Source: an optimization exercise on an open RTL-to-GDS flow (aim: small area, a short achievable clock period and few clock cycles per item). Production flows keep margins and buffers that such runs may drop.
In this exercise RTL edits were held to simulation tests only and were not proved equivalent to the original.
No activity file was given, so power comes from the tool's default toggle rates.

===== flow/constraint.sdc =====
create_clock -name core_clock -period 5.0 [get_ports {clk_i}]
set_input_delay 1.0000 -clock core_clock [delete_from_list [all_inputs] [get_ports {clk_i}]]
set_output_delay 1.0000 -clock core_clock [all_outputs]
set_load 0.01 [all_outputs]

===== flow/config.mk =====
export PLATFORM = sky130hd
export DESIGN_NAME = scalar_kalman_filter
export DESIGN_NICKNAME = scalar_kalman_filter
export VERILOG_FILES = /design/flow/design.v
export SDC_FILE = /design/flow/constraint.sdc
export NUM_CORES = 4
export LEC_CHECK = 0
export CAP_MARGIN = 20
export CORE_MARGIN = 2
export CORE_UTILIZATION = 40
export SLEW_MARGIN = 20

===== flow/design.v =====
package skf_pkg;
  localparam int unsigned SampleW  = 16;
  localparam int unsigned EstW     = 32;
  localparam int unsigned CovW     = 32;
  localparam int unsigned FracW    = 24;           
  localparam int unsigned GainW    = FracW + 1;    
  localparam int unsigned DiffW    = EstW + 1;     
  localparam int unsigned CfgIdxW  = 2;
  localparam int unsigned CfgDataW = 32;
  localparam int unsigned CntW     = 5;
  localparam logic [CntW-1:0] DivSteps = CntW'(FracW);    
  localparam logic [CntW-1:0] MulSteps = CntW'(GainW);    
  localparam logic [GainW-1:0] GainOne = GainW'(1) << FracW;
  localparam logic [CfgIdxW-1:0] CFG_PROCESS_NOISE      = 2'd0;
  localparam logic [CfgIdxW-1:0] CFG_MEASUREMENT_NOISE  = 2'd1;
  localparam logic [CfgIdxW-1:0] CFG_INITIAL_COVARIANCE = 2'd2;
  localparam logic [CovW-1:0] ProcessNoiseRst      = 32'd16777;
  localparam logic [CovW-1:0] MeasurementNoiseRst  = 32'd9110028;
  localparam logic [CovW-1:0] InitialCovarianceRst = 32'd335544;
  typedef logic signed [SampleW-1:0] sample_t;
  typedef logic signed [EstW-1:0]    est_t;
  typedef logic [CovW-1:0]           cov_t;
  typedef enum logic [2:0] {
    ST_IDLE,
    ST_ADD_Q,
    ST_ADD_R,
    ST_DIV_GO,
    ST_DIV_WAIT,
    ST_MUL_GO,
    ST_MUL_WAIT,
    ST_WB
  } state_e;
  typedef struct packed {
    logic ld_sample;
    logic ld_pp;
    logic ld_den;
    logic div_start;
    logic mul_start;
    logic wb;
  } ctrl_t;
  function automatic cov_t sat_add(input cov_t a, input cov_t b);
    logic [CovW:0] s;
    s = {1'b0, a} + {1'b0, b};
    sat_add = s[CovW] ? {CovW{1'b1}} : s[CovW-1:0];
  endfunction
endpackage
module skf_div (
  input  logic                      clk_i,
  input  logic                      rst_ni,
  input  logic                      start_i,
  input  skf_pkg::cov_t             num_i,
  input  skf_pkg::cov_t             den_i,
  output logic                      done_o,
  output logic [skf_pkg::GainW-1:0] quot_o
);
  logic              busy_q, done_q, zero_q;
  logic [skf_pkg::CntW-1:0]   cnt_q;
  skf_pkg::cov_t              rem_q, den_q;
  logic [skf_pkg::GainW-1:0]  quot_q;
  logic [skf_pkg::CovW:0]     rem_dbl, rem_sub;
  logic              step_ge;
  logic              first_ge;
  always_comb begin
    rem_dbl  = {rem_q, 1'b0};
    rem_sub  = rem_dbl - {1'b0, den_q};
    step_ge  = rem_dbl >= {1'b0, den_q};
    first_ge = num_i >= den_i;
  end
  always_ff @(posedge clk_i or negedge rst_ni) begin
    if (!rst_ni) begin
      busy_q <= 1'b0;
      done_q <= 1'b0;
      cnt_q  <= '0;
    end else begin
      done_q <= busy_q && (cnt_q == skf_pkg::CntW'(1));
      if (start_i) begin
        busy_q <= 1'b1;
        cnt_q  <= skf_pkg::DivSteps;
      end else if (busy_q) begin
        cnt_q <= cnt_q - skf_pkg::CntW'(1);
        if (cnt_q == skf_pkg::CntW'(1)) begin
          busy_q <= 1'b0;
        end
      end
    end
  end
  always_ff @(posedge clk_i) begin
    if (start_i) begin
      den_q  <= den_i;
      zero_q <= (den_i == '0);
      rem_q  <= first_ge ? num_i - den_i : num_i;
      quot_q <= {{(skf_pkg::GainW-1){1'b0}}, first_ge};
    end else if (busy_q) begin
      rem_q  <= step_ge ? rem_sub[skf_pkg::CovW-1:0] : rem_dbl[skf_pkg::CovW-1:0];
      quot_q <= {quot_q[skf_pkg::GainW-2:0], step_ge};
    end
  end
  assign done_o = done_q;
  assign quot_o = zero_q ? '0 : quot_q;
endmodule
module skf_mul (
  input  logic                             clk_i,
  input  logic                             rst_ni,
  input  logic                             start_i,
  input  logic signed [skf_pkg::DiffW-1:0] mcand_i,
  input  logic [skf_pkg::GainW-1:0]        mplier_i,
  output logic                             done_o,
  output logic [skf_pkg::EstW-1:0]         res_o
);
  localparam int unsigned AccW = skf_pkg::DiffW + 2;
  logic                    busy_q, done_q;
  logic [skf_pkg::CntW-1:0]         cnt_q;
  logic signed [skf_pkg::DiffW-1:0] mcand_q;
  logic signed [AccW-1:0]  hi_q;
  logic [skf_pkg::GainW-1:0]        lo_q;     
  logic signed [AccW-1:0]  sum;
  always_comb begin
    sum = hi_q + (lo_q[0] ? AccW'(mcand_q) : AccW'(0));
  end
  always_ff @(posedge clk_i or negedge rst_ni) begin
    if (!rst_ni) begin
      busy_q <= 1'b0;
      done_q <= 1'b0;
      cnt_q  <= '0;
    end else begin
      done_q <= busy_q && (cnt_q == skf_pkg::CntW'(1));
      if (start_i) begin
        busy_q <= 1'b1;
        cnt_q  <= skf_pkg::MulSteps;
      end else if (busy_q) begin
        cnt_q <= cnt_q - skf_pkg::CntW'(1);
        if (cnt_q == skf_pkg::CntW'(1)) begin
          busy_q <= 1'b0;
        end
      end
    end
  end
  always_ff @(posedge clk_i) begin
    if (start_i) begin
      mcand_q <= mcand_i;
      hi_q    <= '0;
      lo_q    <= mplier_i;
    end else if (busy_q) begin
      hi_q <= {sum[AccW-1], sum[AccW-1:1]};
      lo_q <= {sum[0], lo_q[skf_pkg::GainW-1:1]};
    end
  end
  assign done_o = done_q;
  assign res_o  = {hi_q[skf_pkg::EstW-2:0], lo_q[skf_pkg::GainW-1]};
endmodule
module scalar_kalman_filter (
  input  logic                          clk_i,
  input  logic                          rst_ni,
  input  logic                          sample_valid_i,
  output logic                          sample_ready_o,
  input  logic [skf_pkg::SampleW-1:0]   sample_i,
  output logic                          estimate_valid_o,
  input  logic                          estimate_ready_i,
  output logic [skf_pkg::EstW-1:0]      estimate_o,
  input  logic                          cfg_valid_i,
  output logic                          cfg_ready_o,
  input  logic [skf_pkg::CfgIdxW-1:0]   cfg_index_i,
  input  logic [skf_pkg::CfgDataW-1:0]  cfg_data_i
);
  skf_pkg::state_e state_q, state_d;
  skf_pkg::ctrl_t  ctrl;
  skf_pkg::cov_t                    q_noise_q, r_noise_q, p_init_q;
  skf_pkg::cov_t                    cov_q, pp_q, den_q;
  skf_pkg::est_t                    est_q;
  skf_pkg::sample_t                 sample_q;
  logic signed [skf_pkg::DiffW-1:0] diff_q;
  logic                    out_valid_q;
  logic                    div_done, mul_est_done, mul_cov_done;
  logic [skf_pkg::GainW-1:0]        gain;
  logic [skf_pkg::EstW-1:0]         est_step;
  logic [skf_pkg::CovW-1:0]         cov_next;
  always_comb begin
    state_d = state_q;
    unique case (state_q)
      skf_pkg::ST_IDLE:     if (sample_valid_i) state_d = skf_pkg::ST_ADD_Q;
      skf_pkg::ST_ADD_Q:    state_d = skf_pkg::ST_ADD_R;
      skf_pkg::ST_ADD_R:    state_d = skf_pkg::ST_DIV_GO;
      skf_pkg::ST_DIV_GO:   state_d = skf_pkg::ST_DIV_WAIT;
      skf_pkg::ST_DIV_WAIT: if (div_done) state_d = skf_pkg::ST_MUL_GO;
      skf_pkg::ST_MUL_GO:   state_d = skf_pkg::ST_MUL_WAIT;
      skf_pkg::ST_MUL_WAIT: if (mul_est_done && mul_cov_done) state_d = skf_pkg::ST_WB;
      skf_pkg::ST_WB:       if (!out_valid_q || estimate_ready_i) state_d = skf_pkg::ST_IDLE;
      default:     state_d = skf_pkg::ST_IDLE;
    endcase
  end
  always_comb begin
    ctrl = '0;
    unique case (state_q)
      skf_pkg::ST_IDLE:     ctrl.ld_sample = sample_valid_i;
      skf_pkg::ST_ADD_Q:    ctrl.ld_pp     = 1'b1;
      skf_pkg::ST_ADD_R:    ctrl.ld_den    = 1'b1;
      skf_pkg::ST_DIV_GO:   ctrl.div_start = 1'b1;
      skf_pkg::ST_DIV_WAIT: ctrl = '0;
      skf_pkg::ST_MUL_GO:   ctrl.mul_start = 1'b1;
      skf_pkg::ST_MUL_WAIT: ctrl = '0;
      skf_pkg::ST_WB:       ctrl.wb        = !out_valid_q || estimate_ready_i;
      default:     ctrl = '0;
    endcase
  end
  always_ff @(posedge clk_i or negedge rst_ni) begin
    if (!rst_ni) begin
      state_q <= skf_pkg::ST_IDLE;
    end else begin
      state_q <= state_d;
    end
  end
  always_ff @(posedge clk_i or negedge rst_ni) begin
    if (!rst_ni) begin
      q_noise_q   <= skf_pkg::ProcessNoiseRst;
      r_noise_q   <= skf_pkg::MeasurementNoiseRst;
      p_init_q    <= skf_pkg::InitialCovarianceRst;
      cov_q       <= skf_pkg::InitialCovarianceRst;
      est_q       <= '0;
      out_valid_q <= 1'b0;
    end else begin
      if (ctrl.wb) begin
        est_q       <= est_q + skf_pkg::est_t'(est_step);
        cov_q       <= cov_next;
        out_valid_q <= 1'b1;
      end else if (estimate_ready_i) begin
        out_valid_q <= 1'b0;
      end
      if (cfg_valid_i) begin
        unique case (cfg_index_i)
          skf_pkg::CFG_PROCESS_NOISE:     q_noise_q <= cfg_data_i;
          skf_pkg::CFG_MEASUREMENT_NOISE: r_noise_q <= cfg_data_i;
          skf_pkg::CFG_INITIAL_COVARIANCE: begin
            p_init_q <= cfg_data_i;
            cov_q    <= cfg_data_i;
          end
          default: ;
        endcase
      end
    end
  end
  always_ff @(posedge clk_i) begin
    if (ctrl.ld_sample) begin
      sample_q <= sample_i;
    end
    if (ctrl.ld_pp) begin
      pp_q <= skf_pkg::sat_add(cov_q, q_noise_q);
    end
    if (ctrl.ld_den) begin
      den_q  <= skf_pkg::sat_add(pp_q, r_noise_q);
      diff_q <= {sample_q[skf_pkg::SampleW-1], sample_q, 16'h0000} - skf_pkg::DiffW'(est_q);
    end
  end
  skf_div u_div (
    .clk_i   (clk_i),
    .rst_ni  (rst_ni),
    .start_i (ctrl.div_start),
    .num_i   (pp_q),
    .den_i   (den_q),
    .done_o  (div_done),
    .quot_o  (gain)
  );
  skf_mul u_mul_est (
    .clk_i    (clk_i),
    .rst_ni   (rst_ni),
    .start_i  (ctrl.mul_start),
    .mcand_i  (diff_q),
    .mplier_i (gain),
    .done_o   (mul_est_done),
    .res_o    (est_step)
  );
  skf_mul u_mul_cov (
    .clk_i    (clk_i),
    .rst_ni   (rst_ni),
    .start_i  (ctrl.mul_start),
    .mcand_i  ({1'b0, pp_q}),
    .mplier_i (skf_pkg::GainOne - gain),
    .done_o   (mul_cov_done),
    .res_o    (cov_next)
  );
  assign sample_ready_o     = (state_q == skf_pkg::ST_IDLE);
  assign cfg_ready_o        = 1'b1;
  assign estimate_valid_o   = out_valid_q;
  assign estimate_o = est_q;
endmodule

===== flow/run.sh =====
#!/bin/bash
# synth_recipe.tcl (not shown) runs the flow's synth.tcl, then flattens the netlist and writes it again
# the make line also repeats each setting of config.mk as NAME=value (left out here)
make -C /OpenROAD-flow-scripts/flow DESIGN_CONFIG=/design/flow/config.mk WORK_HOME=/design/flow/orfs CLKGATE_MAP_FILE= SYNTH_SCRIPT=/design/flow/synth_recipe.tcl finish

==> impl_results.md <==
- Final wirelength: 83.9 mm
- # hold bufs at CTS: 0
- Diode count: 0
- Synth Instances: 3440
- Initial Util: 0.405
- Placed cell area: 0.0353 mm²
- Pin count of the biggest net entering global routing: 93
- Final setup vio count: 0
- Fmax: 0.237 GHz
- Placed instance count: 4492
- Worst R2R Start: u_mul_est.lo_q[0]
- First-iteration detailed-routing DRC count: 1924
- Clk_skew: 32.9 ps
- Site Rows: 105
- Sequential fraction of the synthesis area: 0.435
- Vias per inst: 5.47
- First-pass DRT Iterations: 5
- Vias in the first global route: 24000
- H-tree levels: 2
- Met3 Resource Use GR: 0.0291
- Syn nets: 3751
- Met1 usage: 0.276
- Max-slew violation count: 0
- Fin crit period: 4220 ps
- Flip-flop and latch area: 0.0145 mm²
- Worst Path Class, Setup: reg -> reg
- Max Cap Viol: 0
- Final Cycle Share: 0.844
- Avg WL per Cell: 18.2 µm
- Top post-synthesis cells by area: edfxtp_1, dfrtp_1, ha_1
- Gp weighted congestion: 0.866
- #FFs+latches synth: 539
- Most frequent cell after synthesis: nand2_1
- Crit Path Max Fanout: 33
- CP endpoint: u_mul_est.hi_q[26]
- Clock latency (worst-skew pair): 640 ps
- Final Instance Area: 0.0374 mm²
- TritonCTS Buffers: 60
- Clk sinks: 539
- Syn_area_per_cell: 9.70 µm²
- Slew of the pin with the lowest slew margin: 945 ps
- Total GRT Usage: 0.193
- Fin. Hold Viols: 0
- VDD IR max: 0.334 mV
- Dominant synthesized flop cell: edfxtp_1
- Post-synthesis async set-or-reset flop share: 0.284
- Busiest grt layer: met2
- CTS clk-pin slew, worst paths: 60 ps
- Status: no timing/DRC/antenna violations
- Area Growth Syn to Fin: 12.0%
- Fin Hold WS: 361 ps
- Fin Setup TNS: 0 ps
- DR DRC count: 0
- Synth area leader: edfxtp_1
- Initial antenna violation count: 2
- Worst path arrival time: 4730 ps
- Mapped cell area: 0.0334 mm²
- Static Leak: 16.1 nW
- GR met2 Demand/Resource: 0.302
- Grt total ovfl: 0
- Post-synth top area share: 0.265
- Crit path capture type: flip-flop
- Port bufs: 88
- Yosys warns: 3
- DR vias: 25200
- CP Launch Type: flip-flop
- Layout cell share with drive strength beyond 1: 0.0778
- Synth cell count leaders: nand2_1, edfxtp_1, nor2_1
- Library cells used by synthesis: 95
- Clock root cell: clkbuf_16
- First element of the critical path: u_mul_est.lo_q[0]
- Slew margin rel.: 0.370
- Dpl hpwl: 61.2 mm
- Postcts setup bufs: 0
- Clock Path Buffers: 3
- FF-to-FF End: u_mul_est.hi_q[26]
- PwrDens: 750 mW/mm²
- Nets: 3795
- Filler cells: 7838
- Final std cells w/o fill: 4606
- DIE AREA: 0.0858 mm²
- R2R cell count: 14
- Post_cts resized: 0
- Final Worst Setup Slack: 778 ps
- R2r setup slk: 780 ps
- Core outline area: 0.0824 mm²
- First-pass GRT wire length: 133 mm
- ANT nets after route: 0
- Die W: 293 µm
- # IOs: 90
- CTS tree: done
- Die Height: 293 µm
- Hold WC Path Type: in -> async
- Unrepaired setup endpoints after global routing: no
- Multi-input logic area: 0.0178 mm²
- Setup WS pre-CTS: 802 ps
- Number of synthesized flops with an enable pin: 294
- Worst EP required: 5500 ps
## layout by cell type (no fill, tap or decap), types with 34 or more instances in the layout
cell type | netlist | routed
xor2_1 | 90 | 90
nand4_1 | 34 | 34
xnor2_1 | 149 | 149
clkdlybuf4s50_1 | 0 | 87
nand2_1 | 372 | 372
a21o_1 | 131 | 131
a31oi_1 | 67 | 67
o21ai_0 | 205 | 205
a21oi_1 | 234 | 234
dfrtp_1 | 131 | 129
nand2b_1 | 66 | 65
nand3_1 | 46 | 46
inv_1 | 142 | 141
a211oi_1 | 41 | 41
mux2i_1 | 90 | 90
dfxtp_1 | 92 | 92
nor3_1 | 58 | 58
and2_1 | 73 | 73
clkbuf_16 | 0 | 62
ha_1 | 249 | 249
edfxtp_1 | 294 | 294
nor2b_1 | 35 | 35
mux2_2 | 71 | 71
nor2_1 | 288 | 287
## sequential cells by signal, summed over array words and instances (netlist names), 3 cells and up
signal and count:
u_div.cnt_q 5, u_mul_est.mcand_q 33, q_noise_q 32, pp_q 32, u_div.quot_q 25, u_mul_cov.hi_q 34, sample_q 16, u_mul_cov.cnt_q 5
u_mul_est.hi_q 34, u_mul_cov.mcand_q 32, diff_q 33, u_mul_est.cnt_q 5, u_mul_est.lo_q 25, u_div.den_q 32, r_noise_q 32, cov_q 32
u_div.rem_q 32, den_q 32, state_q 3, est_q 32, u_mul_cov.lo_q 25
## layout make-up
class | count | area share
clock inverters | 33 | 0.00803
inverters | 143 | 0.0145
well taps | 1070 | 0.0358
repair buffers | 121 | 0.0306
flip-flops and latches | 539 | 0.389
clock buffers | 81 | 0.0466
multi-input cells | 2619 | 0.476
## kinds of logic (layout without fill, tap and decap cells)
kind of cell	after synthesis	in the layout	synth area share
AO/OA/AOI/OAI	891	891	0.170
XOR/XNOR	239	239	0.0627
adder cells (fa/ha/maj)	256	256	0.0975
buffers and inverters	282	378	0.0332
flip-flops	539	539	0.435
multiplexers	161	161	0.0509
other	1	1	0.000112
AND/OR/NAND/NOR	1071	1071	0.150
## power by group
| part | leakage [nW] | internal, W | switching [W] | total [W] |
|---|---|---|---|---|
| registers | 5.34 | 0.00706 | 0.00139 | 0.00845 |
| clock network | 1.01 | 0.00269 | 0.00190 | 0.00459 |
| logic | 9.75 | 0.00650 | 0.00850 | 0.0150 |
## how the worst min path moves through the flow
stage	slack, ps	endpoint	start
after floorplan	400	u_mul_est.mcand_q[0]	diff_q[0]
after global placement	400	u_mul_est.mcand_q[2]	diff_q[2]
after detailed placement	400	u_mul_est.mcand_q[23]	diff_q[23]
after CTS	350	q_noise_q[4]	rst_ni
after global routing	400	q_noise_q[4]	rst_ni
final	360	q_noise_q[4]	rst_ni
## critical path, cell delays in order, from the launching register on
cell	delay (ps)
edfxtp_1	900
nand2_1	200
inv_1	100
ha_1	220
a21o_1	170
a21o_1	200
a2111oi_0	630
o21ai_0	370
nand3_1	250
o211a_1	240
o21ai_0	210
a41oi_1	310
xnor2_1	90
mux2i_1	140
nor2_1	50
## per-stage QoR
stage               total power (W)   util
finish                       0.0280  0.454
floorplan                    0.0197      -
global placement             0.0233  0.429
detailed placement           0.0234  0.429
global route                 0.0304  0.454
CTS                          0.0282  0.454
## per-layer routing
metal	share of wire	vias up
met5	0.00015	-
met4	0.030	2
met3	0.049	115
met2	0.44	505
met1	0.48	12100
li1	-	12500
Testbench counts, summed over its fixed seeds: cycles 273,608, items 4,800.

-- separate check: timing with driven ports --
The results above use ideal ports. As a check the final layout listed here was re-extracted and re-timed, cells and wires unchanged.
Step 1, drivers: a clkbuf_16 drives clk_i and a buf_2 each remaining input, both assumed.
Step 2, shift: input delay + t, output delay - t, t = (earliest + latest rising clock arrival at the registers) / 2. This alone moves slack from input paths to output paths.
Slacks: ideal / step 1 / step 2; pairs: ideal / step 1.
shift t [ns]: 0.690
setup slack, ns: 0.778 / 0.778 / 0.778
latest minus earliest clock arrival (ns): 0.033 / 0.033
worst register clock-pin slew, ns: 0.07 / 0.07
pins driven straight from the clock port: 1
After both steps setup and hold are still met in this run. The setup slack of this run moves by 0.000 ns with the drivers and by 0.000 ns with both steps.
